This design comes from an exercise in tuning for small area, a short achievable clock period and few clock cycles per item on the open sky130 flow, not from production work.
Where RTL was checked, it was by simulation tests only, not by an equivalence proof against the original.
Function not checked in run 1: the RTL went through the layout flow alone.
No activity file was given, so power comes from the tool's default toggle rates.

## design/flow/flow/run.sh

```bash
#!/bin/bash
# Standard synthesis unchanged; the rest of the standard layout with timing
# repair asked for a larger setup margin, so that it keeps improving paths
# well past the 13 ns clock.
set -euo pipefail
bash standard.sh synth > synth.log 2>&1
bash standard.sh SETUP_SLACK_MARGIN=9.2 finish > layout.log 2>&1
```

## design/flow/standard.sh

```bash
#!/bin/bash
# synth_recipe.tcl (not shown) runs the flow's synth.tcl, then flattens the netlist and writes it again
# the make line also repeats each setting of config.mk as NAME=value (left out here)
make -C /OpenROAD-flow-scripts/flow DESIGN_CONFIG=/design/flow/config.mk WORK_HOME=/design/flow/orfs CLKGATE_MAP_FILE= SYNTH_SCRIPT=/design/flow/synth_recipe.tcl "${@:-finish}"
```

## design/flow/config.mk

```make
export PLATFORM = sky130hd
export DESIGN_NAME = lru_block_buffer_cache_unit
export DESIGN_NICKNAME = lru_block_buffer_cache_unit
export VERILOG_FILES = /design/flow/design.v
export SDC_FILE = /design/flow/constraint.sdc
export NUM_CORES = 4
export LEC_CHECK = 0
export ABC_CLOCK_PERIOD_IN_PS = 4000
export CAP_MARGIN = 20
export CORE_MARGIN = 2
export CORE_UTILIZATION = 35
export CTS_CLUSTER_DIAMETER = 60
export CTS_CLUSTER_SIZE = 30
export PLACE_DENSITY = 0.42
export SLEW_MARGIN = 20
```

## design/flow/constraint.sdc

```tcl
create_clock -name core_clock -period 13.0 [get_ports {clk}]
set_input_delay 2.6000 -clock core_clock [delete_from_list [all_inputs] [get_ports {clk}]]
set_output_delay 2.6000 -clock core_clock [all_outputs]
set_load 0.01 [all_outputs]
```

## design/flow/design.v

```verilog
package lbbc_pkg;
	localparam int SLOT_COUNT     = 32;
	localparam int SLOT_BITS      = 5;
	localparam int TAG_BITS       = 40;    
	localparam int REF_BITS       = 8;
	localparam int DCNT_BITS      = 6;
	localparam logic [DCNT_BITS-1:0] FLUSH_THRESHOLD_RESET = 6'd29;
	localparam logic [REF_BITS-1:0]  REF_MAX = 8'hFF;
	localparam logic [1:0] OP_GET      = 2'd0;
	localparam logic [1:0] OP_RELEASE  = 2'd1;
	localparam logic [1:0] OP_MARK     = 2'd2;
	localparam logic [1:0] OP_TRANSFER = 2'd3;
	localparam logic [1:0] ST_OK     = 2'd0;
	localparam logic [1:0] ST_NOFREE = 2'd1;
	localparam logic [1:0] ST_NOREF  = 2'd2;
	localparam logic [1:0] ST_SATUR  = 2'd3;
endpackage
module lbbc_ctrl (
	input  logic        clk,
	input  logic        arst_n,
	input  logic        push,
	input  logic [15:0] push_data,
	output logic        space,
	output logic        space_n,    
	output logic        out_valid,
	input  logic        out_ready,
	output logic [15:0] out_data
);
	logic        h_valid, t_valid, h_n, t_n;
	logic [15:0] t_data;
	logic        pop;
	assign pop   = h_valid && out_ready;
	always_comb begin
		h_n = h_valid;
		t_n = t_valid;
		if (pop) begin
			h_n = t_valid || push;
			t_n = t_valid && push;
		end else if (!h_valid) begin
			h_n = push;
		end else if (push) begin
			t_n = 1'b1;
		end
	end
	assign space_n = !(h_n && t_n);
	always_ff @(posedge clk or negedge arst_n) begin
		if (!arst_n) begin
			h_valid   <= 1'b0;
			out_valid <= 1'b0;
			t_valid   <= 1'b0;
			space     <= 1'b1;
		end else begin
			h_valid   <= h_n;
			out_valid <= push || t_valid || (out_valid && !out_ready);
			t_valid   <= t_n;
			space     <= space_n;
		end
	end
	always_ff @(posedge clk) begin
		if (pop) begin
			out_data <= t_valid ? t_data : push_data;
			if (t_valid) t_data <= push_data;
		end else if (!h_valid) begin
			out_data <= push_data;
		end else if (!t_valid) begin
			t_data <= push_data;
		end
	end
endmodule
import lbbc_pkg::*;
module lbbc_datapath (
	input  logic                  clk,
	input  logic                  arst_n,
	input  logic [SLOT_COUNT-1:0] prom,
	input  logic [SLOT_COUNT-1:0] set,
	output logic [SLOT_COUNT-1:0] sel
);
	logic [SLOT_COUNT*SLOT_COUNT-1:0] older;
	for (genvar a = 0; a < SLOT_COUNT; a++) begin : g_row
		for (genvar b = 0; b < SLOT_COUNT; b++) begin : g_col
			if (a < b) begin : g_bit
				logic n_q;
				always_ff @(posedge clk or negedge arst_n) begin
					if (!arst_n) n_q <= 1'b0;
					else if (prom[a]) n_q <= 1'b1;
					else if (prom[b]) n_q <= 1'b0;
				end
				assign older[a*SLOT_COUNT+b] = !n_q;
				assign older[b*SLOT_COUNT+a] = n_q;
			end else if (a == b) begin : g_diag
				assign older[a*SLOT_COUNT+b] = 1'b0;
			end
		end
	end
	always_comb begin
		for (int i = 0; i < SLOT_COUNT; i++) begin
			sel[i] = set[i];
			for (int j = 0; j < SLOT_COUNT; j++)
				if (j != i) sel[i] = sel[i] & (!set[j] | older[i*SLOT_COUNT+j]);
		end
	end
endmodule
import lbbc_pkg::*;
module lru_block_buffer_cache_unit (
	input  logic        clk,
	input  logic        arst_n,
	input  logic        s_axis_tvalid,
	output logic        s_axis_tready,
	input  logic [47:0] s_axis_tdata,   
	output logic        m_axis_tvalid,
	input  logic        m_axis_tready,
	output logic [15:0] m_axis_tdata,   
	input  logic        cfg_we,
	input  logic [5:0]  cfg_wdata
);
	logic [TAG_BITS-1:0]   tag_q [SLOT_COUNT];
	logic [SLOT_COUNT-1:0] tag_set_q, valid_q, dirty_q;
	logic [REF_BITS-1:0]   ref_q [SLOT_COUNT];
	logic [DCNT_BITS-1:0]  dcnt_q, thr_q;
	logic                  v1_q;
	logic [1:0]            op1_q;
	logic [TAG_BITS-1:0]   tag1_q;
	logic [SLOT_BITS-1:0]  slot1_q;
	logic                  v3_q;
	logic [1:0]            op3_q;
	logic [TAG_BITS-1:0]   tag3_q;
	logic                  slow3_q, single_q;
	logic [SLOT_COUNT-1:0] tgt3_q;
	logic                  q_space, q_space_n;
	logic                  go, exec, en3;
	logic                  v1_n, v3_n, slow3_n, single_n;
	logic                  rdy_q, go_q;
	logic rdy;
	assign s_axis_tready = rdy_q;
	assign rdy  = !v1_q || !v3_q || (q_space && !slow3_q);
	assign v1_n = rdy ? s_axis_tvalid : (v1_q && !en3);
	always_ff @(posedge clk or negedge arst_n) begin
		if (!arst_n) begin
			v1_q  <= 1'b0;
			rdy_q <= 1'b1;
			go_q  <= 1'b0;
		end else begin
			v1_q  <= v1_n;
			rdy_q <= !v1_n || !v3_n || (q_space_n && !slow3_n);
			go_q  <= v3_n && q_space_n && (!slow3_n || single_n);
		end
	end
	always_ff @(posedge clk) begin
		if (rdy) begin
			op1_q   <= s_axis_tdata[1:0];
			tag1_q  <= s_axis_tdata[41:2];
			slot1_q <= s_axis_tdata[46:42];
		end
	end
	always_ff @(posedge clk or negedge arst_n) begin
		if (!arst_n) thr_q <= FLUSH_THRESHOLD_RESET;
		else if (cfg_we) thr_q <= cfg_wdata;
	end
	logic [SLOT_COUNT-1:0] alloc;
	logic                  z1, eq13;
	logic [SLOT_COUNT-1:0] tgt2;
	assign z1   = (tag1_q == '0);
	assign eq13 = (tag1_q == tag3_q);
	always_comb begin
		for (int i = 0; i < SLOT_COUNT; i++) begin
			if (op1_q != OP_GET)   tgt2[i] = (slot1_q == SLOT_BITS'(i));
			else if (alloc[i])     tgt2[i] = eq13;
			else if (!tag_set_q[i]) tgt2[i] = z1;
			else                   tgt2[i] = (tag_q[i] == tag1_q);
		end
	end
	logic                  is_get3, is_rel3, is_mark3, is_xfer3, hit3;
	logic [SLOT_COUNT-1:0] nz, one, full, net_set, oldest, rem, gvec, prom;
	logic [SLOT_COUNT-1:0] free_q, free_n, net_q, tgt3_n;
	logic                  use_set, use_set_n, any_free;
	logic                  t_nz, t_full, t_valid, t_dirty, t_nzclean;
	logic [SLOT_BITS-1:0]  gslot;
	logic [1:0]            r_st;
	logic [SLOT_BITS-1:0]  r_slot;
	logic                  r_hit, r_nr, r_fl;
	logic [DCNT_BITS-1:0]  dcnt_n;
	logic                  dcnt_inc, dcnt_dec;
	assign is_get3  = (op3_q == OP_GET);
	assign is_rel3  = (op3_q == OP_RELEASE);
	assign is_mark3 = (op3_q == OP_MARK);
	assign is_xfer3 = (op3_q == OP_TRANSFER);
	assign hit3     = |tgt3_q;
	assign go   = go_q;
	assign exec = go;
	assign en3  = !v3_q || go;
	always_comb begin
		for (int i = 0; i < SLOT_COUNT; i++) begin
			nz[i]   = (ref_q[i] != '0);
			one[i]  = (ref_q[i] == REF_BITS'(1));
			full[i] = (ref_q[i] == REF_MAX);
		end
	end
	always_comb begin
		for (int i = 0; i < SLOT_COUNT; i++) begin
			free_n[i] = free_q[i];
			if (alloc[i]) free_n[i] = 1'b0;
			if (go && tgt3_q[i]) begin
				if (is_get3) free_n[i] = 1'b0;
				if (is_rel3 && one[i]) free_n[i] = !dirty_q[i];
				if (is_xfer3) free_n[i] = !nz[i];
			end
		end
	end
	assign use_set_n = slow3_n && !single_n;
	assign any_free  = |free_q;
	assign use_set   = slow3_q && !single_q;
	assign net_set   = net_q;
	always_ff @(posedge clk or negedge arst_n) begin
		if (!arst_n) begin
			free_q <= '1;
			net_q  <= '1;
		end else begin
			free_q <= free_n;
			net_q  <= use_set_n ? tgt3_n : free_n;
		end
	end
	assign prom = {SLOT_COUNT{go && is_rel3}} & tgt3_q & one;
	lbbc_datapath u_age (
		.clk    (clk),
		.arst_n (arst_n),
		.prom   (prom),
		.set    (net_set),
		.sel    (oldest)
	);
	assign rem   = tgt3_q & ~oldest;
	assign alloc = {SLOT_COUNT{go && is_get3 && !hit3}} & oldest;
	assign t_nz      = |(tgt3_q & nz);
	assign t_full    = |(tgt3_q & full);
	assign t_valid   = |(tgt3_q & valid_q);
	assign t_dirty   = |(tgt3_q & dirty_q);
	assign t_nzclean = |(tgt3_q & nz & ~dirty_q);
	assign gvec = hit3 ? tgt3_q : oldest;
	always_comb begin
		gslot = '0;
		for (int i = 0; i < SLOT_COUNT; i++)
			if (gvec[i]) gslot = gslot | SLOT_BITS'(i);
	end
	assign dcnt_inc = is_mark3 && t_nzclean;
	assign dcnt_dec = is_xfer3 && t_dirty;
	assign dcnt_n   = dcnt_inc ? dcnt_q + 1'b1 : dcnt_dec ? dcnt_q - 1'b1 : dcnt_q;
	always_comb begin
		r_st = ST_OK; r_slot = '0; r_hit = 1'b0; r_nr = 1'b0; r_fl = 1'b0;
		case (op3_q)
			OP_GET: begin
				r_fl = (dcnt_q >= thr_q);
				if (hit3) begin
					r_slot = gslot;
					r_hit  = 1'b1;
					r_nr   = !t_valid;
					if (t_full) r_st = ST_SATUR;
				end else if (any_free) begin
					r_slot = gslot;
					r_nr   = 1'b1;
				end else begin
					r_st = ST_NOFREE;
				end
			end
			OP_RELEASE, OP_MARK: if (!t_nz) r_st = ST_NOREF;
			default: ;
		endcase
	end
	always_ff @(posedge clk or negedge arst_n) begin
		if (!arst_n) begin
			v3_q      <= 1'b0;
			dcnt_q    <= '0;
			tag_set_q <= '0;
			valid_q   <= '0;
			dirty_q   <= '0;
			for (int i = 0; i < SLOT_COUNT; i++) ref_q[i] <= '0;
		end else begin
			v3_q <= v3_n;
			if (go) dcnt_q <= dcnt_n;
			for (int i = 0; i < SLOT_COUNT; i++) begin
				if (alloc[i]) begin
					tag_set_q[i] <= 1'b1;
					valid_q[i]   <= 1'b0;
					ref_q[i]     <= REF_BITS'(1);
				end
				if (go && tgt3_q[i]) begin
					if (is_get3 && !full[i]) ref_q[i] <= ref_q[i] + 1'b1;
					if (is_rel3 && nz[i])    ref_q[i] <= ref_q[i] - 1'b1;
					if (is_mark3 && nz[i])   dirty_q[i] <= 1'b1;
					if (is_xfer3) begin
						dirty_q[i] <= 1'b0;
						valid_q[i] <= 1'b1;
					end
				end
			end
		end
	end
	always_ff @(posedge clk) begin
		for (int i = 0; i < SLOT_COUNT; i++)
			if (alloc[i]) tag_q[i] <= tag3_q;
		slow3_q  <= slow3_n;
		single_q <= single_n;
		tgt3_q   <= tgt3_n;
		if (en3) begin
			op3_q    <= op1_q;
			tag3_q   <= tag1_q;
		end
	end
	assign tgt3_n   = en3 ? tgt2 : (use_set && (|rem)) ? rem : tgt3_q;
	assign v3_n     = en3 ? v1_q : v3_q;
	assign slow3_n  = en3 ? ((op1_q == OP_GET) && z1) : slow3_q;
	assign single_n = en3 ? 1'b0 : use_set ? !(|rem) : single_q;
	lbbc_ctrl u_q (
		.clk       (clk),
		.arst_n    (arst_n),
		.push      (exec),
		.push_data ({dcnt_n, r_fl, r_nr, r_hit, r_slot, r_st}),
		.space     (q_space),
		.space_n   (q_space_n),
		.out_valid (m_axis_tvalid),
		.out_ready (m_axis_tready),
		.out_data  (m_axis_tdata)
	);
endmodule
```

==> summary.md, run 1 <==
| Metric | Value |
|---|---|
| Dpl hpwl | 335800 µm |
| Die area | 332600 µm² |
| Largest net degree at the start of global routing | 152 |
| Leakage power | 0.05017 µW |
| DRT iter0 DRCs | 11080 |
| GR Overflow Total | 0 |
| Clock Tree Buf Depth | 4 |
| Critical path peak fanout | 1 |
| CP cell instances | buf_6 |
| Routed via count | 89850 |
| Synth cell count leaders | nand2_1 (1545), edfxtp_1 (1401), xnor2_1 (1004) |
| Hold Path Sink | single_q$_DFF_P_ |
| Achievable Freq | 234.8 MHz |
| Max-Cap Viols | 0 |
| Post-synth EDFFs | 1401 |
| Syn Inst Count | 10260 |
| Post-DRT Antenna Nets | 0 |
| Asr flop ratio synth | 0.3937 |
| Reg2reg path depth | 12 |
| Kind of end point of the critical path | output pin |
| CP max stage cell | dfstp_2 |
| Synth top area cells | edfxtp_1 (37%), dfrtp_1 (19%), xnor2_1 (7.7%) |
| GP Congestion | 0.9775 |
| Hold Crit Class | reg2reg |
| R2R setup slack | 8850 ps |
| Rows | 210 |
| Rel. slew slack | 0.2456 |
| Vias in the first global route | 84920 |
| Nets | 10560 |
| Starting Density | 0.3513 |
| Width of the die | 576.7 µm |
| Worst Path Buf+Inv | 1 |
| Root buffer cell | clkbuf_16 |
| Die Span Y | 576.7 µm |
| First-pass GRT wire length | 740700 µm |
| Synth-to-layout area growth | 16.40% |
| Clock Sinks | 2367 |
| Worst setup path class | reg2out |
| Yosys top cell area share | 0.3664 |
| Delay-heaviest family, CP | flip-flops |
| Gr usage total | 0.3220 |
| Core area | 326900 µm² |
| Synth Flop Type | edfxtp_1 |
| Wire per inst | 36.76 µm |
| Sequential fraction of the synthesis area | 0.5762 |
| Slew Limit Fails | 0 |
| Hold Path Stages | 2 |
| PD cells | 242.0 nW/µm² |
| Worst slack at placement | 6579 ps |
| Final Setup Violations | 0 |
| Io pins | 77 |
| Outcome | no timing/DRC/antenna violations |
| DRC Markers | 0 |
| Clock Skews | 106.7 ps |
| Final Critical Period | 4260 ps |
| Data arrival, critical path | 1660 ps |
| Post-Syn Area | 114800 µm² |
| Setup slack after layout | 8740 ps |
| Hold_sp | single_q$_DFF_P_ |
| Antenna violations before repair | 40 |
| Period utilisation layout | 0.3277 |
| Syn. warnings | 5 |
| Largest area contributor in the netlist | edfxtp_1 |
| Hold Vio Cnt, Final | 0 |
| Most common cell in the synthesized netlist | nand2_1 |
| CP Data Required Time | 10400 ps |
| DR vias/cell | 6.020 |
| Layout cells sized above 1 | 0.1264 |
| Port buffer count | 75 |
| Syn Nets | 10450 |
| Yosys reg bits | 2367 |
| Peak VDD IR | 0.1855 mV |
| Pre-antenna DRT Iters | 6 |
| Reg-to-reg critical path endpoint | net_q[14]$_DFF_PN1_ |
| Max stage delay on crit path | 560 ps |
| Worst Tran Pin Value | 1132 ps |
| RSZ-0062 raised after global routing | yes |
| CTS HTree Levels | 4 |
| TritonCTS clock tree | yes |
| Inserted Clock Buffers | 238 |
| Syn avg cell area | 11.20 µm² |
| Yosys cell types | 104 |
| Fin Setup TNS | 0 ps |
| Reg clk slew, reported paths | 80 ps |
| Reg-to-Reg Start | net_q[20]$_DFF_PN1_ |
| Worst setup SP type | flip-flop |
| Total Wirelength | 548600 µm |
| Clk Latency, worst-skew pair | 1000 ps |
routing by layer:
metal	track usage	routed length [µm]	part of all wire
met4	0.1592	32600	0.059
met1	0.4170	219900	0.40
met5	0	74	0.00013
met2	0.5226	254900	0.46
met3	0.05279	41180	0.075
cell families after synthesis:
| logic type | share of synthesized area |
|---|---|
| and+or+nand+nor | 0.1464 |
| DFF | 0.5762 |
| AOI/OAI and AO/OA | 0.1177 |
| xor gates and xnor gates | 0.1053 |
| buffers and inverters | 0.03349 |
| adders and majority gates | 0.01526 |
| muxes | 0.005591 |
what timing repair did:
action	4_1_cts	5_1_grt
hold endpoints to repair	0	0
pin swaps	53	18
buffers inserted	88	15
setup endpoints to repair	932	528
hold buffers	0	0
gates resized for setup	486	135
cloned	12	5
flip-flops by register name, indices dropped and copies added (netlist names), 6 cells and up:
name	flops
tag_set_q	32
u_age.g_row.g_col.g_bit.n_q	496
thr_q	6
tag3_q	40
free_q	32
net_q	32
ref_q	256
tag1_q	40
dcnt_q	6
tag_q	1280
tgt3_q	32
u_q.t_data	16
valid_q	32
dirty_q	32
u_q.out_data	16
how the worst max path moves through the flow:
stage / from / slack (ps) / to / cells after the start
3_5_place_dp: net_q[11]$_DFF_PN1_ / 6580 / net_q[14]$_DFF_PN1_ / 13
6_report: rdy_q$_DFF_PN1_ / 8740 / s_axis_tready / 1
5_1_grt: rdy_q$_DFF_PN1_ / 8720 / s_axis_tready / 1
2_1_floorplan: tgt3_q[28]$_DFF_P_ / 8650 / ref_q[15][1]$_DFF_PN0_ / 9
3_3_place_gp: net_q[11]$_DFF_PN1_ / 6590 / net_q[14]$_DFF_PN1_ / 13
4_1_cts: rdy_q$_DFF_PN1_ / 8680 / s_axis_tready / 1
layout make-up:
cell class	instances	area, µm²
fillers	31160	193200
flip-flops and latches	2367	66200
multi-input cells	6963	46660
clock buffers	265	6266
well taps	4346	5438
repair buffers	503	5393
clock inverters	184	2502
inverters	283	1145
diodes	13	32.53
where the power goes:
group          leakage, µW  switching, µW  internal [µW]
Clock              0.00423           3630           4210
Sequential          0.0250           2100           9910
Combinational       0.0210           8730           3770
layout by cell type, fill, tap and decap left out, types with 48 or more instances in the layout:
master           synthesis  routed
a221o_1                 50      50
clkdlybuf4s50_1          0      56
ha_1                   140     134
a22oi_1                142     129
a32o_1                  60      60
and3_1                 121     121
a21o_1                  62      62
dfrtp_1                862     857
nand2_1               1545    1528
a221oi_1                61      54
xor2_1                 377     375
nor4_1                 238     190
and2_1                  55      56
buf_6                   24      80
a21oi_1                311     303
nor3_1                 214     204
o2111ai_1              110      91
edfxtp_1              1401    1401
clkbuf_16                0     249
buf_12                   0      51
inv_1                  265     256
nor2_1                 363     349
o221ai_1                79      75
o31ai_1                 56      48
o21ai_0                387     376
nand4_1                292     292
dfstp_2                 70      62
o22ai_1                 81      80
nand3_1                195     192
a31oi_1                 97      95
xnor2_1               1004    1004
nand2b_1               229     228
a22o_1                  84      84
buf_4                   14     255
metrics by stage:
step                hold WS (ps)  instances  area [µm²]  utilization  total power [µW]
floorplan                  420.6      10260      114800            -             17510
global route               494.7      14910      133600       0.4088             33380
detailed placement         452.2      14340      121000       0.3701             23410
CTS                        468.4      14890      132700       0.4059             31970
finish                     474.0      14920      133600       0.4089             32350
global placement           444.4      14340      121000       0.3701             23340
==> run 2, diff against run 1 <==
--- a/design/flow/design.v
+++ b/design/flow/design.v
@@ -26,17 +26,17 @@
 	input  logic        out_ready,
 	output logic [15:0] out_data
 );
-	logic        h_valid, t_valid, h_n, t_n;
+	logic        t_valid, h_n, t_n;
 	logic [15:0] t_data;
 	logic        pop;
-	assign pop   = h_valid && out_ready;
+	assign pop   = out_valid && out_ready;
 	always_comb begin
-		h_n = h_valid;
+		h_n = out_valid;
 		t_n = t_valid;
 		if (pop) begin
 			h_n = t_valid || push;
 			t_n = t_valid && push;
-		end else if (!h_valid) begin
+		end else if (!out_valid) begin
 			h_n = push;
 		end else if (push) begin
 			t_n = 1'b1;
@@ -45,13 +45,11 @@
 	assign space_n = !(h_n && t_n);
 	always_ff @(posedge clk or negedge arst_n) begin
 		if (!arst_n) begin
-			h_valid   <= 1'b0;
 			out_valid <= 1'b0;
 			t_valid   <= 1'b0;
 			space     <= 1'b1;
 		end else begin
-			h_valid   <= h_n;
-			out_valid <= push || t_valid || (out_valid && !out_ready);
+			out_valid <= h_n;
 			t_valid   <= t_n;
 			space     <= space_n;
 		end
@@ -60,7 +58,7 @@
 		if (pop) begin
 			out_data <= t_valid ? t_data : push_data;
 			if (t_valid) t_data <= push_data;
-		end else if (!h_valid) begin
+		end else if (!out_valid) begin
 			out_data <= push_data;
 		end else if (!t_valid) begin
 			t_data <= push_data;
@@ -130,10 +128,8 @@
 	logic                  go, exec, en3;
 	logic                  v1_n, v3_n, slow3_n, single_n;
 	logic                  rdy_q, go_q;
-	logic rdy;
 	assign s_axis_tready = rdy_q;
-	assign rdy  = !v1_q || !v3_q || (q_space && !slow3_q);
-	assign v1_n = rdy ? s_axis_tvalid : (v1_q && !en3);
+	assign v1_n = s_axis_tready ? s_axis_tvalid : (v1_q && !en3);
 	always_ff @(posedge clk or negedge arst_n) begin
 		if (!arst_n) begin
 			v1_q  <= 1'b0;
@@ -146,7 +142,7 @@
 		end
 	end
 	always_ff @(posedge clk) begin
-		if (rdy) begin
+		if (s_axis_tready) begin
 			op1_q   <= s_axis_tdata[1:0];
 			tag1_q  <= s_axis_tdata[41:2];
 			slot1_q <= s_axis_tdata[46:42];
--- a/design/flow/flow/run.sh
+++ b/design/flow/flow/run.sh
@@ -4,4 +4,4 @@
 # well past the 13 ns clock.
 set -euo pipefail
 bash standard.sh synth > synth.log 2>&1
-bash standard.sh SETUP_SLACK_MARGIN=9.2 finish > layout.log 2>&1
+bash standard.sh SETUP_SLACK_MARGIN=9 finish > layout.log 2>&1
--- a/design/flow/config.mk
+++ b/design/flow/config.mk
@@ -9,7 +9,4 @@
 export CAP_MARGIN = 20
 export CORE_MARGIN = 2
 export CORE_UTILIZATION = 35
-export CTS_CLUSTER_DIAMETER = 60
-export CTS_CLUSTER_SIZE = 30
-export PLACE_DENSITY = 0.42
 export SLEW_MARGIN = 20
==> summary.md, run 2 <==
| Metric | Value |
|---|---|
| Outcome | no timing/DRC/antenna violations (unchanged) |
| Post-synth EDFFs | 1401 (unchanged) |
| Hold_buf cts | 0 (unchanged) |
| Uppermost layer routed | met5 (unchanged) |
| DR vias/cell | 6.204 (was 6.020) |
| Largest area contributor in the netlist | edfxtp_1 (unchanged) |
| Biggest register | tag_q (unchanged) |
| Synth cell count leaders | nand2_1 (1489), edfxtp_1 (1401), xnor2_1 (906) (was nand2_1 (1545), edfxtp_1 (1401), xnor2_1 (1004)) |
| Antenna violations before repair | 50 (was 40) |
| Reg clk slew, reported paths | 70 ps (was 80 ps) |
| Largest net degree at the start of global routing | 148 (was 152) |
| DRC Markers | 0 (unchanged) |
| Sw frac | 0.4286 (was 0.4470) |
| Nets | 10460 (was 10560) |
| First-pass GRT wire length | 683900 µm (was 740700 µm) |
| Routed wl met3 | 61140 µm (was 41180 µm) |
| Dpl hpwl | 310500 µm (was 335800 µm) |
| Met2 wire length | 210300 µm (was 254900 µm) |
| Leakage power | 0.04932 µW (was 0.05017 µW) |
| Total Wirelength | 496100 µm (was 548600 µm) |
| Fin Setup TNS | 0 ps (unchanged) |
| Gr usage total | 0.2910 (was 0.3220) |
| Layout cells sized above 1 | 0.1031 (was 0.1264) |
| Die Span Y | 574.9 µm (was 576.7 µm) |
| Data arrival, critical path | 1760 ps (was 1660 ps) |
| Commonest non-fill, non-tap cell in the layout | nand2_1 (unchanged) |
| Port buffer count | 75 (unchanged) |
| Sequential fraction of the synthesis area | 0.5795 (was 0.5762) |
| Width of the die | 574.9 µm (was 576.7 µm) |
| Internal cell power | 17800 µW (was 17890 µW) |
| Syn. warnings | 5 (unchanged) |
| Synth-to-layout area growth | 14.72% (was 16.40%) |
| CP cell instances | buf_6 (unchanged) |
| Sequential cell area | 66140 µm² (was 66200 µm²) |
| Hold Vio Cnt, Final | 0 (unchanged) |
| Logic pwr share | 0.375 (was 0.386) |
| Yosys top cell area share | 0.3688 (was 0.3664) |
| FILL cells | 30780 (was 31160) |
| Hold slack | 471.6 ps (was 474.0 ps) |
| Max reg flops | 1280 (unchanged) |
| Root buffer cell | clkbuf_16 (unchanged) |
| Final Setup Violations | 0 (unchanged) |
| Slew Limit Fails | 0 (unchanged) |
| GP Congestion | 0.9998 (was 0.9775) |
| Yosys reg bits | 2365 (was 2367) |
| Syn Nets | 10430 (was 10450) |
| Worst setup SP type | flip-flop (unchanged) |
| Footprint of the multi-input gates | 45540 µm² (was 46660 µm²) |
| Wire length on met1 | 192000 µm (was 219900 µm) |
| Post-DP Area | 120200 µm² (was 121000 µm²) |
| Io pins | 77 (unchanged) |
| Post-DRT Antenna Nets | 0 (unchanged) |
| Worst Path Buf+Inv | 1 (unchanged) |
| DRT iter0 DRCs | 14400 (was 11080) |
| Hold Crit Class | reg2reg (unchanged) |
| Most common cell in the synthesized netlist | nand2_1 (unchanged) |
| Max stage delay on crit path | 770 ps (was 560 ps) |
| CP Data Required Time | 10400 ps (about the same) |
| Clk Latency, worst-skew pair | 940 ps (was 1000 ps) |
| CP max stage cell | dfstp_4 (was dfstp_2) |
| Asr flop ratio synth | 0.3932 (was 0.3937) |
| R2R setup slack | 8720 ps (was 8850 ps) |
| Worst Tran Pin Value | 1207 ps (was 1132 ps) |
| Final Critical Period | 4363 ps (was 4260 ps) |
| Rel. slew slack | 0.1930 (was 0.2456) |
| Achievable Freq | 229.2 MHz (was 234.8 MHz) |
| PD cells | 238.0 nW/µm² (was 242.0 nW/µm²) |
| Synth top area cells | edfxtp_1 (37%), dfrtp_1 (19%), xnor2_1 (7.0%) (was edfxtp_1 (37%), dfrtp_1 (19%), xnor2_1 (7.7%)) |
| Pre-antenna DRT Iters | 8 (was 6) |
| Delay-heaviest family, CP | flip-flops (unchanged) |
| Inserted Clock Buffers | 270 (was 238) |
| Most frequent cells in the layout | nand2_1 (1477), edfxtp_1 (1401), xnor2_1 (906), dfrtp_1 (859), xor2_1 (451) (was nand2_1 (1528), edfxtp_1 (1401), xnor2_1 (1004), dfrtp_1 (857), o21ai_0 (376)) |
| Regs by FF count | tag_q x1280, u_age.g_row.g_col.g_bit.n_q x496, ref_q x256 (unchanged) |
| Wire per inst | 33.48 µm (was 36.76 µm) |
| Clock Tree Buf Depth | 4 (unchanged) |
| TritonCTS clock tree | yes (unchanged) |
| Fin area | 130900 µm² (was 133600 µm²) |
| Peak VDD IR | 0.1783 mV (was 0.1855 mV) |
| Worst setup path class | reg2out (unchanged) |
| RSZ-0062 raised after global routing | yes (unchanged) |
| P_sw | 13350 µW (was 14460 µW) |
| Core area | 324300 µm² (was 326900 µm²) |
| Clock Sinks | 2365 (was 2367) |
| Starting Density | 0.3518 (was 0.3513) |
| Syn Inst Count | 10230 (was 10260) |
| Syn avg cell area | 11.15 µm² (was 11.20 µm²) |
| Die area | 330500 µm² (was 332600 µm²) |
| Yosys cell types | 87 (was 104) |
| Kind of end point of the critical path | output pin (unchanged) |
| Routed via count | 91930 (was 89850) |
| Synth Flop Type | edfxtp_1 (unchanged) |
| GR Overflow Total | 0 (unchanged) |
| Vias in the first global route | 86470 (was 84920) |
| Max-Cap Viols | 0 (unchanged) |
| Post-Syn Area | 114100 µm² (was 114800 µm²) |
| Clock power frac | 0.250 (was 0.243) |
| Period utilisation layout | 0.3356 (was 0.3277) |
| Rows | 209 (was 210) |
| Critical path peak fanout | 2 (was 1) |
| Clock Skews | 93.97 ps (was 106.7 ps) |
| CTS HTree Levels | 5 (was 4) |
| Sequential share of power | 0.374 (was 0.371) |
==> run 2: cell families after synthesis <==
group / share of synthesized area
AOI/OAI and AO/OA: 0.1191
and+or+nand+nor: 0.1458
DFF: 0.5795
xor gates and xnor gates: 0.1042
muxes: 0.004826
adders and majority gates: 0.01535
buffers and inverters: 0.03127
==> run 2: layout make-up <==
type,count,area share
Sequential cell,2365,0.5054
Multi-Input combinational cell,6928,0.3480
Clock buffer,370,0.05778
Tap cell,4325,0.04135
Timing Repair Buffer,414,0.02878
Clock inverter,120,0.009723
Inverter,281,0.008681
Antenna cell,15,0.0002868
==> run 2: power by group through the flow <==
stage | Clock, µW | Combinational [µW] | Sequential (µW)
4_1_cts | 7850 | 11100 | 11500
6_report | 7800 | 11700 | 11700
2_1_floorplan | 0 | 6160 | 10900
3_5_place_dp | 0 | 10800 | 11600
3_3_place_gp | 0 | 10700 | 11600
5_1_grt | 8140 | 12100 | 11700
==> run 2: per-layer routing <==
metal | GRT usage | up-vias
met1 | 0.3868 | 46670
met2 | 0.4297 | 6547
met3 | 0.07888 | 1405
li1 | - | 37280
met4 | 0.1599 | 20
met5 | 0 | -
==> run 2: worst reg2reg max path, stage by stage, from the launching register on <==
cell and delay (ps):
dfstp_2 370, buf_4 300, a22o_1 340, a221oi_1 710
and4_1 520, nand2_1 200, a22oi_1 210, nand4_1 170
nor4_4 270, buf_4 180, buf_12 210, o31ai_1 130
o21ai_0 520
==> run 2: final timing paths <==
check	end	start	cells past startpoint
max reg2reg	net_q[21]$_DFF_PN1_	net_q[30]$_DFF_PN1_	12
min reg2reg	single_q$_DFF_P_	single_q$_DFF_P_	2
min in group asynchronous	ref_q[13][4]$_DFF_PN0_	arst_n	1
min	single_q$_DFF_P_	single_q$_DFF_P_	2
max in group asynchronous	tag_set_q[18]$_DFFE_PN0P_	arst_n	3
max	s_axis_tready	rdy_q$_DFF_PN1_	1
==> run 2: repair_timing <==
item                                   4_1_cts  5_1_grt
cloned                                       1        0
gates resized for setup                    283       99
endpoints found under the hold margin        0        0
setup endpoints to repair                 1357      270
setup buffers                               34       12
pin swaps                                   15       20
==> run 2: stage by stage <==
stage | total power (µW) | utilization | worst slack (ps) | std cells
6_report | 31150 | 0.4036 | 8637 | 14820
3_5_place_dp | 22420 | 0.3707 | 7442 | 14270
4_1_cts | 30490 | 0.4017 | 8608 | 14790
3_3_place_gp | 22260 | 0.3706 | 7421 | 14260
2_1_floorplan | 17090 | - | 8736 | 10230
5_1_grt | 31940 | 0.4035 | 8602 | 14810
Testbench counts of run 2, summed over its fixed seeds: cycles 3,224, items 3,200.
==> run 3, diff against run 2 <==
--- a/design/flow/design.v
+++ b/design/flow/design.v
@@ -26,17 +26,17 @@
 	input  logic        out_ready,
 	output logic [15:0] out_data
 );
-	logic        t_valid, h_n, t_n;
+	logic        h_valid, t_valid, h_n, t_n;
 	logic [15:0] t_data;
 	logic        pop;
-	assign pop   = out_valid && out_ready;
+	assign pop   = h_valid && out_ready;
 	always_comb begin
-		h_n = out_valid;
+		h_n = h_valid;
 		t_n = t_valid;
 		if (pop) begin
 			h_n = t_valid || push;
 			t_n = t_valid && push;
-		end else if (!out_valid) begin
+		end else if (!h_valid) begin
 			h_n = push;
 		end else if (push) begin
 			t_n = 1'b1;
@@ -45,11 +45,13 @@
 	assign space_n = !(h_n && t_n);
 	always_ff @(posedge clk or negedge arst_n) begin
 		if (!arst_n) begin
+			h_valid   <= 1'b0;
 			out_valid <= 1'b0;
 			t_valid   <= 1'b0;
 			space     <= 1'b1;
 		end else begin
-			out_valid <= h_n;
+			h_valid   <= h_n;
+			out_valid <= push || t_valid || (out_valid && !out_ready);
 			t_valid   <= t_n;
 			space     <= space_n;
 		end
@@ -58,7 +60,7 @@
 		if (pop) begin
 			out_data <= t_valid ? t_data : push_data;
 			if (t_valid) t_data <= push_data;
-		end else if (!out_valid) begin
+		end else if (!h_valid) begin
 			out_data <= push_data;
 		end else if (!t_valid) begin
 			t_data <= push_data;
@@ -128,21 +130,26 @@
 	logic                  go, exec, en3;
 	logic                  v1_n, v3_n, slow3_n, single_n;
 	logic                  rdy_q, go_q;
+	logic rdy;
 	assign s_axis_tready = rdy_q;
-	assign v1_n = s_axis_tready ? s_axis_tvalid : (v1_q && !en3);
+	logic up_q;   
+	assign rdy  = up_q && (!v1_q || !v3_q || (q_space && !slow3_q));
+	assign v1_n = rdy ? s_axis_tvalid : (v1_q && !en3);
 	always_ff @(posedge clk or negedge arst_n) begin
 		if (!arst_n) begin
 			v1_q  <= 1'b0;
-			rdy_q <= 1'b1;
+			rdy_q <= 1'b0;   
+			up_q  <= 1'b0;
 			go_q  <= 1'b0;
 		end else begin
 			v1_q  <= v1_n;
+			up_q  <= 1'b1;
 			rdy_q <= !v1_n || !v3_n || (q_space_n && !slow3_n);
 			go_q  <= v3_n && q_space_n && (!slow3_n || single_n);
 		end
 	end
 	always_ff @(posedge clk) begin
-		if (s_axis_tready) begin
+		if (rdy) begin
 			op1_q   <= s_axis_tdata[1:0];
 			tag1_q  <= s_axis_tdata[41:2];
 			slot1_q <= s_axis_tdata[46:42];
@@ -167,7 +174,7 @@
 	end
 	logic                  is_get3, is_rel3, is_mark3, is_xfer3, hit3;
 	logic [SLOT_COUNT-1:0] nz, one, full, net_set, oldest, rem, gvec, prom;
-	logic [SLOT_COUNT-1:0] free_q, free_n, net_q, tgt3_n;
+	logic [SLOT_COUNT-1:0] free_q, free_n, net_q, net_n, tgt3_n;
 	logic                  use_set, use_set_n, any_free;
 	logic                  t_nz, t_full, t_valid, t_dirty, t_nzclean;
 	logic [SLOT_BITS-1:0]  gslot;
@@ -212,7 +219,7 @@
 			net_q  <= '1;
 		end else begin
 			free_q <= free_n;
-			net_q  <= use_set_n ? tgt3_n : free_n;
+			net_q  <= net_n;
 		end
 	end
 	assign prom = {SLOT_COUNT{go && is_rel3}} & tgt3_q & one;
@@ -223,7 +230,7 @@
 		.set    (net_set),
 		.sel    (oldest)
 	);
-	assign rem   = tgt3_q & ~oldest;
+	assign rem   = net_q & ~oldest;
 	assign alloc = {SLOT_COUNT{go && is_get3 && !hit3}} & oldest;
 	assign t_nz      = |(tgt3_q & nz);
 	assign t_full    = |(tgt3_q & full);
@@ -300,7 +307,9 @@
 			tag3_q   <= tag1_q;
 		end
 	end
-	assign tgt3_n   = en3 ? tgt2 : (use_set && (|rem)) ? rem : tgt3_q;
+	assign tgt3_n   = en3 ? tgt2 : use_set ? oldest : tgt3_q;
+	assign net_n    = en3 ? (slow3_n ? tgt2 : free_n)
+	                      : use_set ? (rem | (free_n & {SLOT_COUNT{!(|net_q)}})) : free_n;
 	assign v3_n     = en3 ? v1_q : v3_q;
 	assign slow3_n  = en3 ? ((op1_q == OP_GET) && z1) : slow3_q;
 	assign single_n = en3 ? 1'b0 : use_set ? !(|rem) : single_q;
--- a/design/flow/flow/run.sh
+++ b/design/flow/flow/run.sh
@@ -4,4 +4,4 @@
 # well past the 13 ns clock.
 set -euo pipefail
 bash standard.sh synth > synth.log 2>&1
-bash standard.sh SETUP_SLACK_MARGIN=9 finish > layout.log 2>&1
+bash standard.sh SETUP_SLACK_MARGIN=9.3 finish > layout.log 2>&1
--- a/design/flow/config.mk
+++ b/design/flow/config.mk
@@ -9,4 +9,5 @@
 export CAP_MARGIN = 20
 export CORE_MARGIN = 2
 export CORE_UTILIZATION = 35
+export PLACE_DENSITY = 0.42
 export SLEW_MARGIN = 20
==> summary.md, run 3 <==
| Metric | Value |
|---|---|
| Met2 wire length | 249800 µm (was 210300 µm) |
| Width of the die | 574.9 µm (about the same) |
| Yosys reg bits | 2368 (was 2365) |
| Final Critical Period | 4183 ps (was 4363 ps) |
| Adder-Cell Fraction of Synth Area | 0.01536 (was 0.01535) |
| Routed wl met3 | 50370 µm (was 61140 µm) |
| Multiplexer share of the synthesized area | 0.004640 (was 0.004826) |
| Fin Setup TNS | 0 ps (unchanged) |
| PD cells | 226.5 nW/µm² (was 238.0 nW/µm²) |
| Total Wirelength | 555900 µm (was 496100 µm) |
| Synth-to-layout area growth | 18.34% (was 14.72%) |
| Max-Cap Viols | 0 (unchanged) |
| Reg clk slew, reported paths | 60 ps (was 70 ps) |
| Core area | 324300 µm² (unchanged) |
| Clock Skews | 84.67 ps (was 93.97 ps) |
| Hold Crit Class | reg2reg (unchanged) |
| Io pins | 77 (unchanged) |
| Worst Path Buf+Inv | 1 (unchanged) |
| Hold Vio Cnt, Final | 0 (unchanged) |
| Rows | 209 (unchanged) |
| Regs by FF count | tag_q x1280, u_age.g_row.g_col.g_bit.n_q x496, ref_q x256 (unchanged) |
| Hold Path Sink | valid_q[29]$_DFF_PN0_ (was single_q$_DFF_P_) |
| Root buffer cell | clkbuf_16 (unchanged) |
| CTS HTree Levels | 5 (unchanged) |
| Starting Density | 0.3518 (about the same) |
| Worst Tran Pin Value | 1276 ps (was 1207 ps) |
| Uppermost layer routed | met5 (unchanged) |
| Most common cell in the synthesized netlist | nand2_1 (unchanged) |
| Port buffer count | 75 (unchanged) |
| Worst setup path class | reg2out (unchanged) |
| DRT iter0 DRCs | 12410 (was 14400) |
| Critical path peak fanout | 1 (was 2) |
| CP max stage cell | dfrtp_2 (was dfstp_4) |
| Antenna violations before repair | 46 (was 50) |
| Hold Path Stages | 2 (unchanged) |
| Asr flop ratio synth | 0.3940 (was 0.3932) |
| Layout cells sized above 1 | 0.1298 (was 0.1031) |
| CP Data Required Time | 10400 ps (about the same) |
| Pre-antenna DRT Iters | 7 (was 8) |
| Final Setup Violations | 0 (unchanged) |
| Data arrival, critical path | 1580 ps (was 1760 ps) |
| TritonCTS clock tree | yes (unchanged) |
| Wire per inst | 36.76 µm (was 33.48 µm) |
| Post-DRT Antenna Nets | 0 (unchanged) |
| Compound-Gate Fraction of Synth Area | 0.1158 (was 0.1191) |
| Post-synth EDFFs | 1433 (was 1401) |
| Gr usage total | 0.3197 (was 0.2910) |
| Clock Tree Buf Depth | 4 (unchanged) |
| Reg-to-reg critical path endpoint | u_q.out_data[12]$_DFFE_PP_ (was net_q[21]$_DFF_PN1_) |
| Die area | 330500 µm² (about the same) |
| Overall Power | 30580 µW (was 31150 µW) |
| Yosys cell types | 90 (was 87) |
| R2R setup slack | 9070 ps (was 8720 ps) |
| First-pass GRT wire length | 734800 µm (was 683900 µm) |
| Hold_sp | valid_q[29]$_DFF_PN0_ (was single_q$_DFF_P_) |
| Slew Limit Fails | 0 (unchanged) |
| Synth cell count leaders | nand2_1 (1621), edfxtp_1 (1433), dfrtp_1 (864) (was nand2_1 (1489), edfxtp_1 (1401), xnor2_1 (906)) |
| DR vias/cell | 6.074 (was 6.204) |
| Peak VDD IR | 0.2239 mV (was 0.1783 mV) |
| Wire length on met1 | 224500 µm (was 192000 µm) |
| Syn avg cell area | 11.06 µm² (was 11.15 µm²) |
| Most frequent cells in the layout | nand2_1 (1611), edfxtp_1 (1433), dfrtp_1 (850), xnor2_1 (680), xor2_1 (640) (was nand2_1 (1477), edfxtp_1 (1401), xnor2_1 (906), dfrtp_1 (859), xor2_1 (451)) |
| GR Overflow Total | 0 (unchanged) |
| CP cell instances | buf_6 (unchanged) |
| Vias in the first global route | 85450 (was 86470) |
| Kind of end point of the critical path | output pin (unchanged) |
| Syn Nets | 10510 (was 10430) |
| Largest area contributor in the netlist | edfxtp_1 (unchanged) |
| Post-Syn Area | 114100 µm² (about the same) |
| Max reg flops | 1280 (unchanged) |
| Syn. warnings | 5 (unchanged) |
| Largest net degree at the start of global routing | 160 (was 148) |
| DRC Markers | 0 (unchanged) |
| Fin util | 0.4163 (was 0.4036) |
| Syn Inst Count | 10310 (was 10230) |
| Largest family of logic cells by synthesized area | simple AND/OR/NAND/NOR gates (unchanged) |
| Delay-heaviest family, CP | flip-flops (unchanged) |
| Sequential fraction of the synthesis area | 0.5830 (was 0.5795) |
| Routed via count | 91850 (was 91930) |
| Biggest register | tag_q (unchanged) |
| Period utilisation layout | 0.3218 (was 0.3356) |
| Leakage power | 0.05132 µW (was 0.04932 µW) |
| Reg-to-Reg Start | ref_q[29][5]$_DFF_PN0_ (was net_q[30]$_DFF_PN1_) |
| Inserted Clock Buffers | 289 (was 270) |
| GP Congestion | 1.016 (was 0.9998) |
| Max stage delay on crit path | 500 ps (was 770 ps) |
| Worst setup SP type | flip-flop (unchanged) |
| RSZ-0062 raised after global routing | yes (unchanged) |
| Clock Sinks | 2368 (was 2365) |
| Rel. slew slack | 0.1415 (was 0.1930) |
| Post-synthesis simple-gate area fraction | 0.1488 (was 0.1458) |
| Yosys top cell area share | 0.3772 (was 0.3688) |
| Reg2reg path depth | 11 (was 12) |
| Nets | 10770 (was 10460) |
| Clk Latency, worst-skew pair | 940 ps (about the same) |
| Synth top area cells | edfxtp_1 (38%), dfrtp_1 (19%), nand2_1 (5.3%) (was edfxtp_1 (37%), dfrtp_1 (19%), xnor2_1 (7.0%)) |
| Achievable Freq | 239.0 MHz (was 229.2 MHz) |
| Synth Flop Type | edfxtp_1 (unchanged) |
| Dpl hpwl | 328900 µm (was 310500 µm) |
| Die Span Y | 574.9 µm (about the same) |
| Synth Area in XOR/XNOR | 0.1021 (was 0.1042) |
| Outcome | no timing/DRC/antenna violations (unchanged) |
| Commonest non-fill, non-tap cell in the layout | nand2_1 (unchanged) |
==> run 3: changes by cell type in the layout (fill, tap and decap cells not counted), moves of 46 or more <==
cell | before | now
xnor2_1 | 906 | 680
xor2_1 | 451 | 640
nand2_1 | 1477 | 1611
buf_4 | 244 | 344
nor2_1 | 343 | 435
o21ai_0 | 433 | 375
buf_12 | 9 | 64
o22ai_1 | 117 | 170
inv_1 | 257 | 208
a21oi_1 | 260 | 306
and3_1 | 112 | 66
==> run 3: worst max-delay path by stage <==
stage	endpoint	cells past startpoint	slack (ps)	startpoint
floorplan	net_q[27]$_DFF_PN1_	10	9070	tgt3_q[11]$_DFFE_PP_
finish	s_axis_tready	1	8820	rdy_q$_DFF_PN0_
global placement	rdy_q$_DFF_PN0_	5	7750	m_axis_tready
CTS	s_axis_tready	1	8800	rdy_q$_DFF_PN0_
detailed placement	tgt3_q[21]$_DFFE_PP_	14	7720	tgt3_q[11]$_DFFE_PP_
global route	s_axis_tready	1	8840	rdy_q$_DFF_PN0_
==> run 3: area by class of cell <==
cell class              instances  area [µm²]
inverters                     256        1089
clock buffers                 405        8219
well taps                    4325        5411
repair inverters               14       92.59
clock inverters               105       914.6
flip-flops and latches       2368       66550
fillers                     30940      189300
multi-input cells            7030       45950
repair buffers                607        6740
diodes                         12       30.03
==> run 3: logic make-up (layout without fill, tap and decap cells) <==
| logic type | after synthesis | count (layout) |
|---|---|---|
| other | 1 | 13 |
| muxes | 49 | 49 |
| DFF | 2368 | 2368 |
| adders and majority gates | 140 | 140 |
| buffers and inverters | 913 | 1387 |
| AOI/OAI and AO/OA | 1920 | 1920 |
| and+or+nand+nor | 3590 | 3591 |
| xor gates and xnor gates | 1329 | 1329 |
==> run 3: metrics by stage <==
stage	instances	setup WS, ps	cell area, µm²	hold slack (ps)
finish	15120	8817	135000	481.3
global route	15110	8841	135000	491.6
detailed placement	14360	7721	120500	470.0
global placement	14360	7755	120500	465.6
floorplan	10310	9074	114200	424.4
CTS	14970	8797	132600	481.5
==> run 3: what timing repair did <==
| action | CTS | global route |
|---|---|---|
| hold buffers | 0 | 0 |
| pin swaps | 51 | 59 |
| gates resized for setup | 498 | 215 |
| endpoints found under the setup margin | 1823 | 920 |
| buffers inserted | 85 | 116 |
| cloned | 20 | 24 |
==> run 3: where the power goes <==
group          switching (µW)  internal, µW
registers                2200          9910
clock network            3380          4660
logic                    7240          3190
total                   12800         17800
==> run 3: layer usage <==
metal  vias to the layer above  track usage
met5                         -            0
met4                        10       0.1445
met3                      1261      0.06164
met2                      5224       0.5052
met1                     47310       0.4250
li1                      38050            -
Testbench counts of run 3, summed over its fixed seeds: cycles 3,224, items 3,200.
==> run 4, diff against run 3 <==
--- a/design/flow/design.v
+++ b/design/flow/design.v
@@ -174,7 +174,7 @@
 	end
 	logic                  is_get3, is_rel3, is_mark3, is_xfer3, hit3;
 	logic [SLOT_COUNT-1:0] nz, one, full, net_set, oldest, rem, gvec, prom;
-	logic [SLOT_COUNT-1:0] free_q, free_n, net_q, net_n, tgt3_n;
+	logic [SLOT_COUNT-1:0] free, free_n, net_q, net_n, tgt3_n;
 	logic                  use_set, use_set_n, any_free;
 	logic                  t_nz, t_full, t_valid, t_dirty, t_nzclean;
 	logic [SLOT_BITS-1:0]  gslot;
@@ -196,11 +196,12 @@
 			nz[i]   = (ref_q[i] != '0);
 			one[i]  = (ref_q[i] == REF_BITS'(1));
 			full[i] = (ref_q[i] == REF_MAX);
+			free[i] = !nz[i] && !dirty_q[i];
 		end
 	end
 	always_comb begin
 		for (int i = 0; i < SLOT_COUNT; i++) begin
-			free_n[i] = free_q[i];
+			free_n[i] = free[i];
 			if (alloc[i]) free_n[i] = 1'b0;
 			if (go && tgt3_q[i]) begin
 				if (is_get3) free_n[i] = 1'b0;
@@ -210,17 +211,12 @@
 		end
 	end
 	assign use_set_n = slow3_n && !single_n;
-	assign any_free  = |free_q;
+	assign any_free  = |free;
 	assign use_set   = slow3_q && !single_q;
 	assign net_set   = net_q;
 	always_ff @(posedge clk or negedge arst_n) begin
-		if (!arst_n) begin
-			free_q <= '1;
-			net_q  <= '1;
-		end else begin
-			free_q <= free_n;
-			net_q  <= net_n;
-		end
+		if (!arst_n) net_q <= '1;
+		else net_q <= net_n;
 	end
 	assign prom = {SLOT_COUNT{go && is_rel3}} & tgt3_q & one;
 	lbbc_datapath u_age (
--- a/design/flow/config.mk
+++ b/design/flow/config.mk
@@ -9,5 +9,7 @@
 export CAP_MARGIN = 20
 export CORE_MARGIN = 2
 export CORE_UTILIZATION = 35
+export CTS_CLUSTER_DIAMETER = 120
+export CTS_CLUSTER_SIZE = 18
 export PLACE_DENSITY = 0.42
 export SLEW_MARGIN = 20
==> summary.md, run 4 <==
| Metric | Value |
|---|---|
| RSZ-0062 raised after global routing | yes (unchanged) |
| Peak VDD IR | 0.1476 mV (was 0.2239 mV) |
| Biggest register | tag_q (unchanged) |
| Synth-to-layout area growth | 13.17% (was 18.34%) |
| Rows | 209 (unchanged) |
| Root buffer cell | clkbuf_16 (unchanged) |
| Delay-heaviest family, CP | flip-flops (unchanged) |
| Syn avg cell area | 11.04 µm² (was 11.06 µm²) |
| Hold Crit Class | reg2reg (unchanged) |
| Kind of end point of the critical path | output pin (unchanged) |
| Die Span Y | 574.1 µm (was 574.9 µm) |
| Hold Vio Cnt, Final | 0 (unchanged) |
| First-pass GRT wire length | 722600 µm (was 734800 µm) |
| Largest area contributor in the netlist | edfxtp_1 (unchanged) |
| R2R setup slack | 9180 ps (was 9070 ps) |
| Leakage power | 0.04702 µW (was 0.05132 µW) |
| Hold Path Sink | valid_q[4]$_DFF_PN0_ (was valid_q[29]$_DFF_PN0_) |
| Fin Setup TNS | 0 ps (unchanged) |
| Adder-Cell Fraction of Synth Area | 0.01199 (was 0.01536) |
| Worst Tran Pin Value | 1194 ps (was 1276 ps) |
| Worst slack at placement | 7843 ps (was 7721 ps) |
| Outcome | no timing/DRC/antenna violations (unchanged) |
| Achievable Freq | 242.9 MHz (was 239.0 MHz) |
| PD cells | 213.5 nW/µm² (was 226.5 nW/µm²) |
| Starting Density | 0.3514 (was 0.3518) |
| Wire length on met1 | 219000 µm (was 224500 µm) |
| Yosys top cell area share | 0.3783 (was 0.3772) |
| Synth Area in XOR/XNOR | 0.1073 (was 0.1021) |
| Nets | 10500 (was 10770) |
| Uppermost layer routed | met5 (unchanged) |
| Worst setup path class | reg2out (unchanged) |
| Hold Path Stages | 2 (unchanged) |
| CP cell instances | buf_6 (unchanged) |
| CP max stage cell | dfrtp_2 (unchanged) |
| Synth top area cells | edfxtp_1 (38%), dfrtp_1 (19%), xnor2_1 (8.3%) (was edfxtp_1 (38%), dfrtp_1 (19%), nand2_1 (5.3%)) |
| Asr flop ratio synth | 0.3857 (was 0.3940) |
| Yosys cell types | 95 (was 90) |
| Fin area | 128700 µm² (was 135000 µm²) |
| Hold_sp | valid_q[4]$_DFF_PN0_ (was valid_q[29]$_DFF_PN0_) |
| Post-Syn Area | 113800 µm² (was 114100 µm²) |
| Inserted Clock Buffers | 156 (was 289) |
| Sequential fraction of the synthesis area | 0.5772 (was 0.5830) |
| DRT iter0 DRCs | 11720 (was 12410) |
| Setup slack after layout | 8883 ps (was 8817 ps) |
| Reg2reg path depth | 11 (unchanged) |
| Period utilisation layout | 0.3167 (was 0.3218) |
| Commonest non-fill, non-tap cell in the layout | nand2_1 (unchanged) |
| Antenna violations before repair | 44 (was 46) |
| Io pins | 77 (unchanged) |
| Rel. slew slack | 0.2041 (was 0.1415) |
| Worst Path Buf+Inv | 1 (unchanged) |
| Total Wirelength | 536200 µm (was 555900 µm) |
| Data arrival, critical path | 1520 ps (was 1580 ps) |
| TritonCTS clock tree | yes (unchanged) |
| Slew Limit Fails | 0 (unchanged) |
| Port buffer count | 75 (unchanged) |
| Multiplexer share of the synthesized area | 0.006423 (was 0.004640) |
| GR Overflow Total | 0 (unchanged) |
| Fin util | 0.3977 (was 0.4163) |
| Syn. warnings | 5 (unchanged) |
| Wire per inst | 36.31 µm (was 36.76 µm) |
| Final Critical Period | 4117 ps (was 4183 ps) |
| Most common cell in the synthesized netlist | nand2_1 (unchanged) |
| Yosys reg bits | 2336 (was 2368) |
| Reg-to-Reg Start | net_q[8]$_DFF_PN1_ (was ref_q[29][5]$_DFF_PN0_) |
| Gr usage total | 0.3144 (was 0.3197) |
| Largest family of logic cells by synthesized area | simple AND/OR/NAND/NOR gates (unchanged) |
| Critical path peak fanout | 1 (unchanged) |
| Worst setup SP type | flip-flop (unchanged) |
| Width of the die | 574.1 µm (was 574.9 µm) |
| DR vias/cell | 6.047 (was 6.074) |
| Reg clk slew, reported paths | 100 ps (was 60 ps) |
| Regs by FF count | tag_q x1280, u_age.g_row.g_col.g_bit.n_q x496, ref_q x256 (unchanged) |
| Most frequent cells in the layout | nand2_1 (1593), edfxtp_1 (1433), xnor2_1 (1078), dfrtp_1 (844), o21ai_0 (391) (was nand2_1 (1611), edfxtp_1 (1433), dfrtp_1 (850), xnor2_1 (680), xor2_1 (640)) |
| CP Data Required Time | 10400 ps (about the same) |
| Post-DP Area | 120100 µm² (was 120500 µm²) |
| Synth cell count leaders | nand2_1 (1613), edfxtp_1 (1433), xnor2_1 (1079) (was nand2_1 (1621), edfxtp_1 (1433), dfrtp_1 (864)) |
| Vias in the first global route | 84220 (was 85450) |
| Core area | 323700 µm² (was 324300 µm²) |
| Max stage delay on crit path | 510 ps (was 500 ps) |
| Syn Nets | 10470 (was 10510) |
| Syn Inst Count | 10310 (about the same) |
| Synth Flop Type | edfxtp_1 (unchanged) |
| Post-synthesis simple-gate area fraction | 0.1563 (was 0.1488) |
| Routed via count | 89310 (was 91850) |
| FILL cells | 31340 (was 30940) |
| Layout cells sized above 1 | 0.1039 (was 0.1298) |
| Clk Latency, worst-skew pair | 910 ps (was 940 ps) |
| Post-DRT Antenna Nets | 0 (unchanged) |
| Clock Skews | 92.79 ps (was 84.67 ps) |
| DRC Markers | 0 (unchanged) |
| Met2 wire length | 245000 µm (was 249800 µm) |
| Max reg flops | 1280 (unchanged) |
| Pre-antenna DRT Iters | 8 (was 7) |
| Max-Cap Viols | 0 (unchanged) |
| Compound-Gate Fraction of Synth Area | 0.1113 (was 0.1158) |
| Final Setup Violations | 0 (unchanged) |
| Die area | 329600 µm² (was 330500 µm²) |
| Dpl hpwl | 330000 µm (was 328900 µm) |
| Clock Sinks | 2336 (was 2368) |
| Routed wl met3 | 42880 µm (was 50370 µm) |
| Largest net degree at the start of global routing | 159 (was 160) |
| GP Congestion | 0.9750 (was 1.016) |
| Reg-to-reg critical path endpoint | net_q[6]$_DFF_PN1_ (was u_q.out_data[12]$_DFFE_PP_) |
| Post-synth EDFFs | 1433 (unchanged) |
| Clock Tree Buf Depth | 4 (unchanged) |
| CTS HTree Levels | 4 (was 5) |
==> run 4: changes by cell type after synthesis, moves of 31 or more <==
cell	change
nand4_1	+35
xor2_1	-333
nor3_1	-34
and3_1	+42
dfstp_2	-32
nand2b_1	+90
ha_1	-31
o22ai_1	-88
xnor2_1	+395
nor2_1	-42
a21oi_1	+47
==> run 4: cells by family after synthesis <==
| logic type | count (synthesis) |
|---|---|
| AO/OA/AOI/OAI | 1863 |
| XOR/XNOR | 1392 |
| adder cells (fa/ha/maj) | 109 |
| buffers and inverters | 858 |
| flip-flops | 2336 |
| multiplexers | 71 |
| other | 1 |
| AND/OR/NAND/NOR | 3676 |
==> run 4: worst reg2reg max path, delay by kind of cell (launching register included) <==
family | cells | cell delay, ps
and+or+nand+nor | 3 | 1020
buffers and inverters | 3 | 890
AOI/OAI and AO/OA | 5 | 1490
DFF | 1 | 370
==> run 4: routing by layer <==
layer,track usage,vias up
met5,0,-
met4,0.1430,8
met3,0.05500,1011
met2,0.5028,4534
met1,0.4160,46440
li1,-,37320
==> run 4: layout make-up <==
class | instances | area, µm² | area share
repair buffers | 496 | 4984 | 0.03871
clock inverters | 17 | 176.4 | 0.001370
diodes | 12 | 30.03 | 0.0002333
clock buffers | 245 | 4374 | 0.03398
well taps | 4325 | 5411 | 0.04203
flip-flops and latches | 2336 | 65720 | 0.5105
multi-input cells | 7113 | 47100 | 0.3659
repair inverters | 1 | 7.507 | 0.00005831
inverters | 224 | 933.4 | 0.007250
==> run 4: through the flow <==
step                hold slack (ps)  power (µW)  cells
finish                        489.1       27490  14770
global placement              458.8       21040  14380
floorplan                     424.4       16190  10310
global route                  513.1       28400  14760
CTS                           480.3       26830  14700
detailed placement            465.3       21120  14380
==> run 4: power breakdown <==
group          total (µW)  leakage (µW)  switching, µW  internal (µW)
sequential          11700        0.0247           2000           9670
clock                5180       0.00218           2820           2360
combinational       10600        0.0202           7390           3250
==> run 4: repair_timing <==
action / CTS / global route
resized for setup: 519 / 194
endpoints found under the hold margin: 0 / 0
buffers inserted: 57 / 53
endpoints found under the setup margin: 1813 / 443
cloned: 1 / 6
pin swaps: 35 / 44
hold buffers: 0 / 0
==> run 4: worst max path at each step <==
stage	startpoint	to	slack [ps]	cells past startpoint
floorplan	tgt3_q[17]$_DFFE_PP_	tgt3_q[9]$_DFFE_PP_	9320	10
global placement	net_q[2]$_DFF_PN1_	tgt3_q[3]$_DFFE_PP_	7730	10
detailed placement	arst_n	go_q$_DFF_PN0_	7840	3
CTS	rdy_q$_DFF_PN0_	s_axis_tready	8820	1
global route	rdy_q$_DFF_PN0_	s_axis_tready	8870	1
finish	rdy_q$_DFF_PN0_	s_axis_tready	8880	1
Testbench counts of run 4, summed over its fixed seeds: cycles 3,224, items 3,200.

==> port drivers added, routing unchanged <==
Ports are ideal in the flow. The routed layouts listed here were re-timed in OpenROAD. Step 1, drivers: a clkbuf_16 drives clk and a buf_2 each remaining input, both assumed. Step 2 moves the port delays by t, midway between the first and last clock arrival at a register: inputs arrive t later, outputs are due t later. That takes back most of the time a late clock gives input paths. Three values: no drivers, after step 1, after step 2; two values: the first two.
run | shift t [ns] | setup WS [ns] | worst data-port slew with drivers (ns)
run 1 | 1.051 | 8.740 / 8.636 / 8.422 | 0.05
run 2 | 1.002 | 8.637 / 8.522 / 8.276 | 0.08
run 3 | 1.000 | 8.817 / 8.713 / 8.543 | 0.06
run 4 | 0.962 | 8.883 / 8.784 / 8.554 | 0.07
After both steps setup and hold are still met in every run listed. For run 2, which loses most, drivers alone change the setup slack by -0.115 ns; drivers and shift together by -0.361 ns. Setup slack includes reset recovery checks.
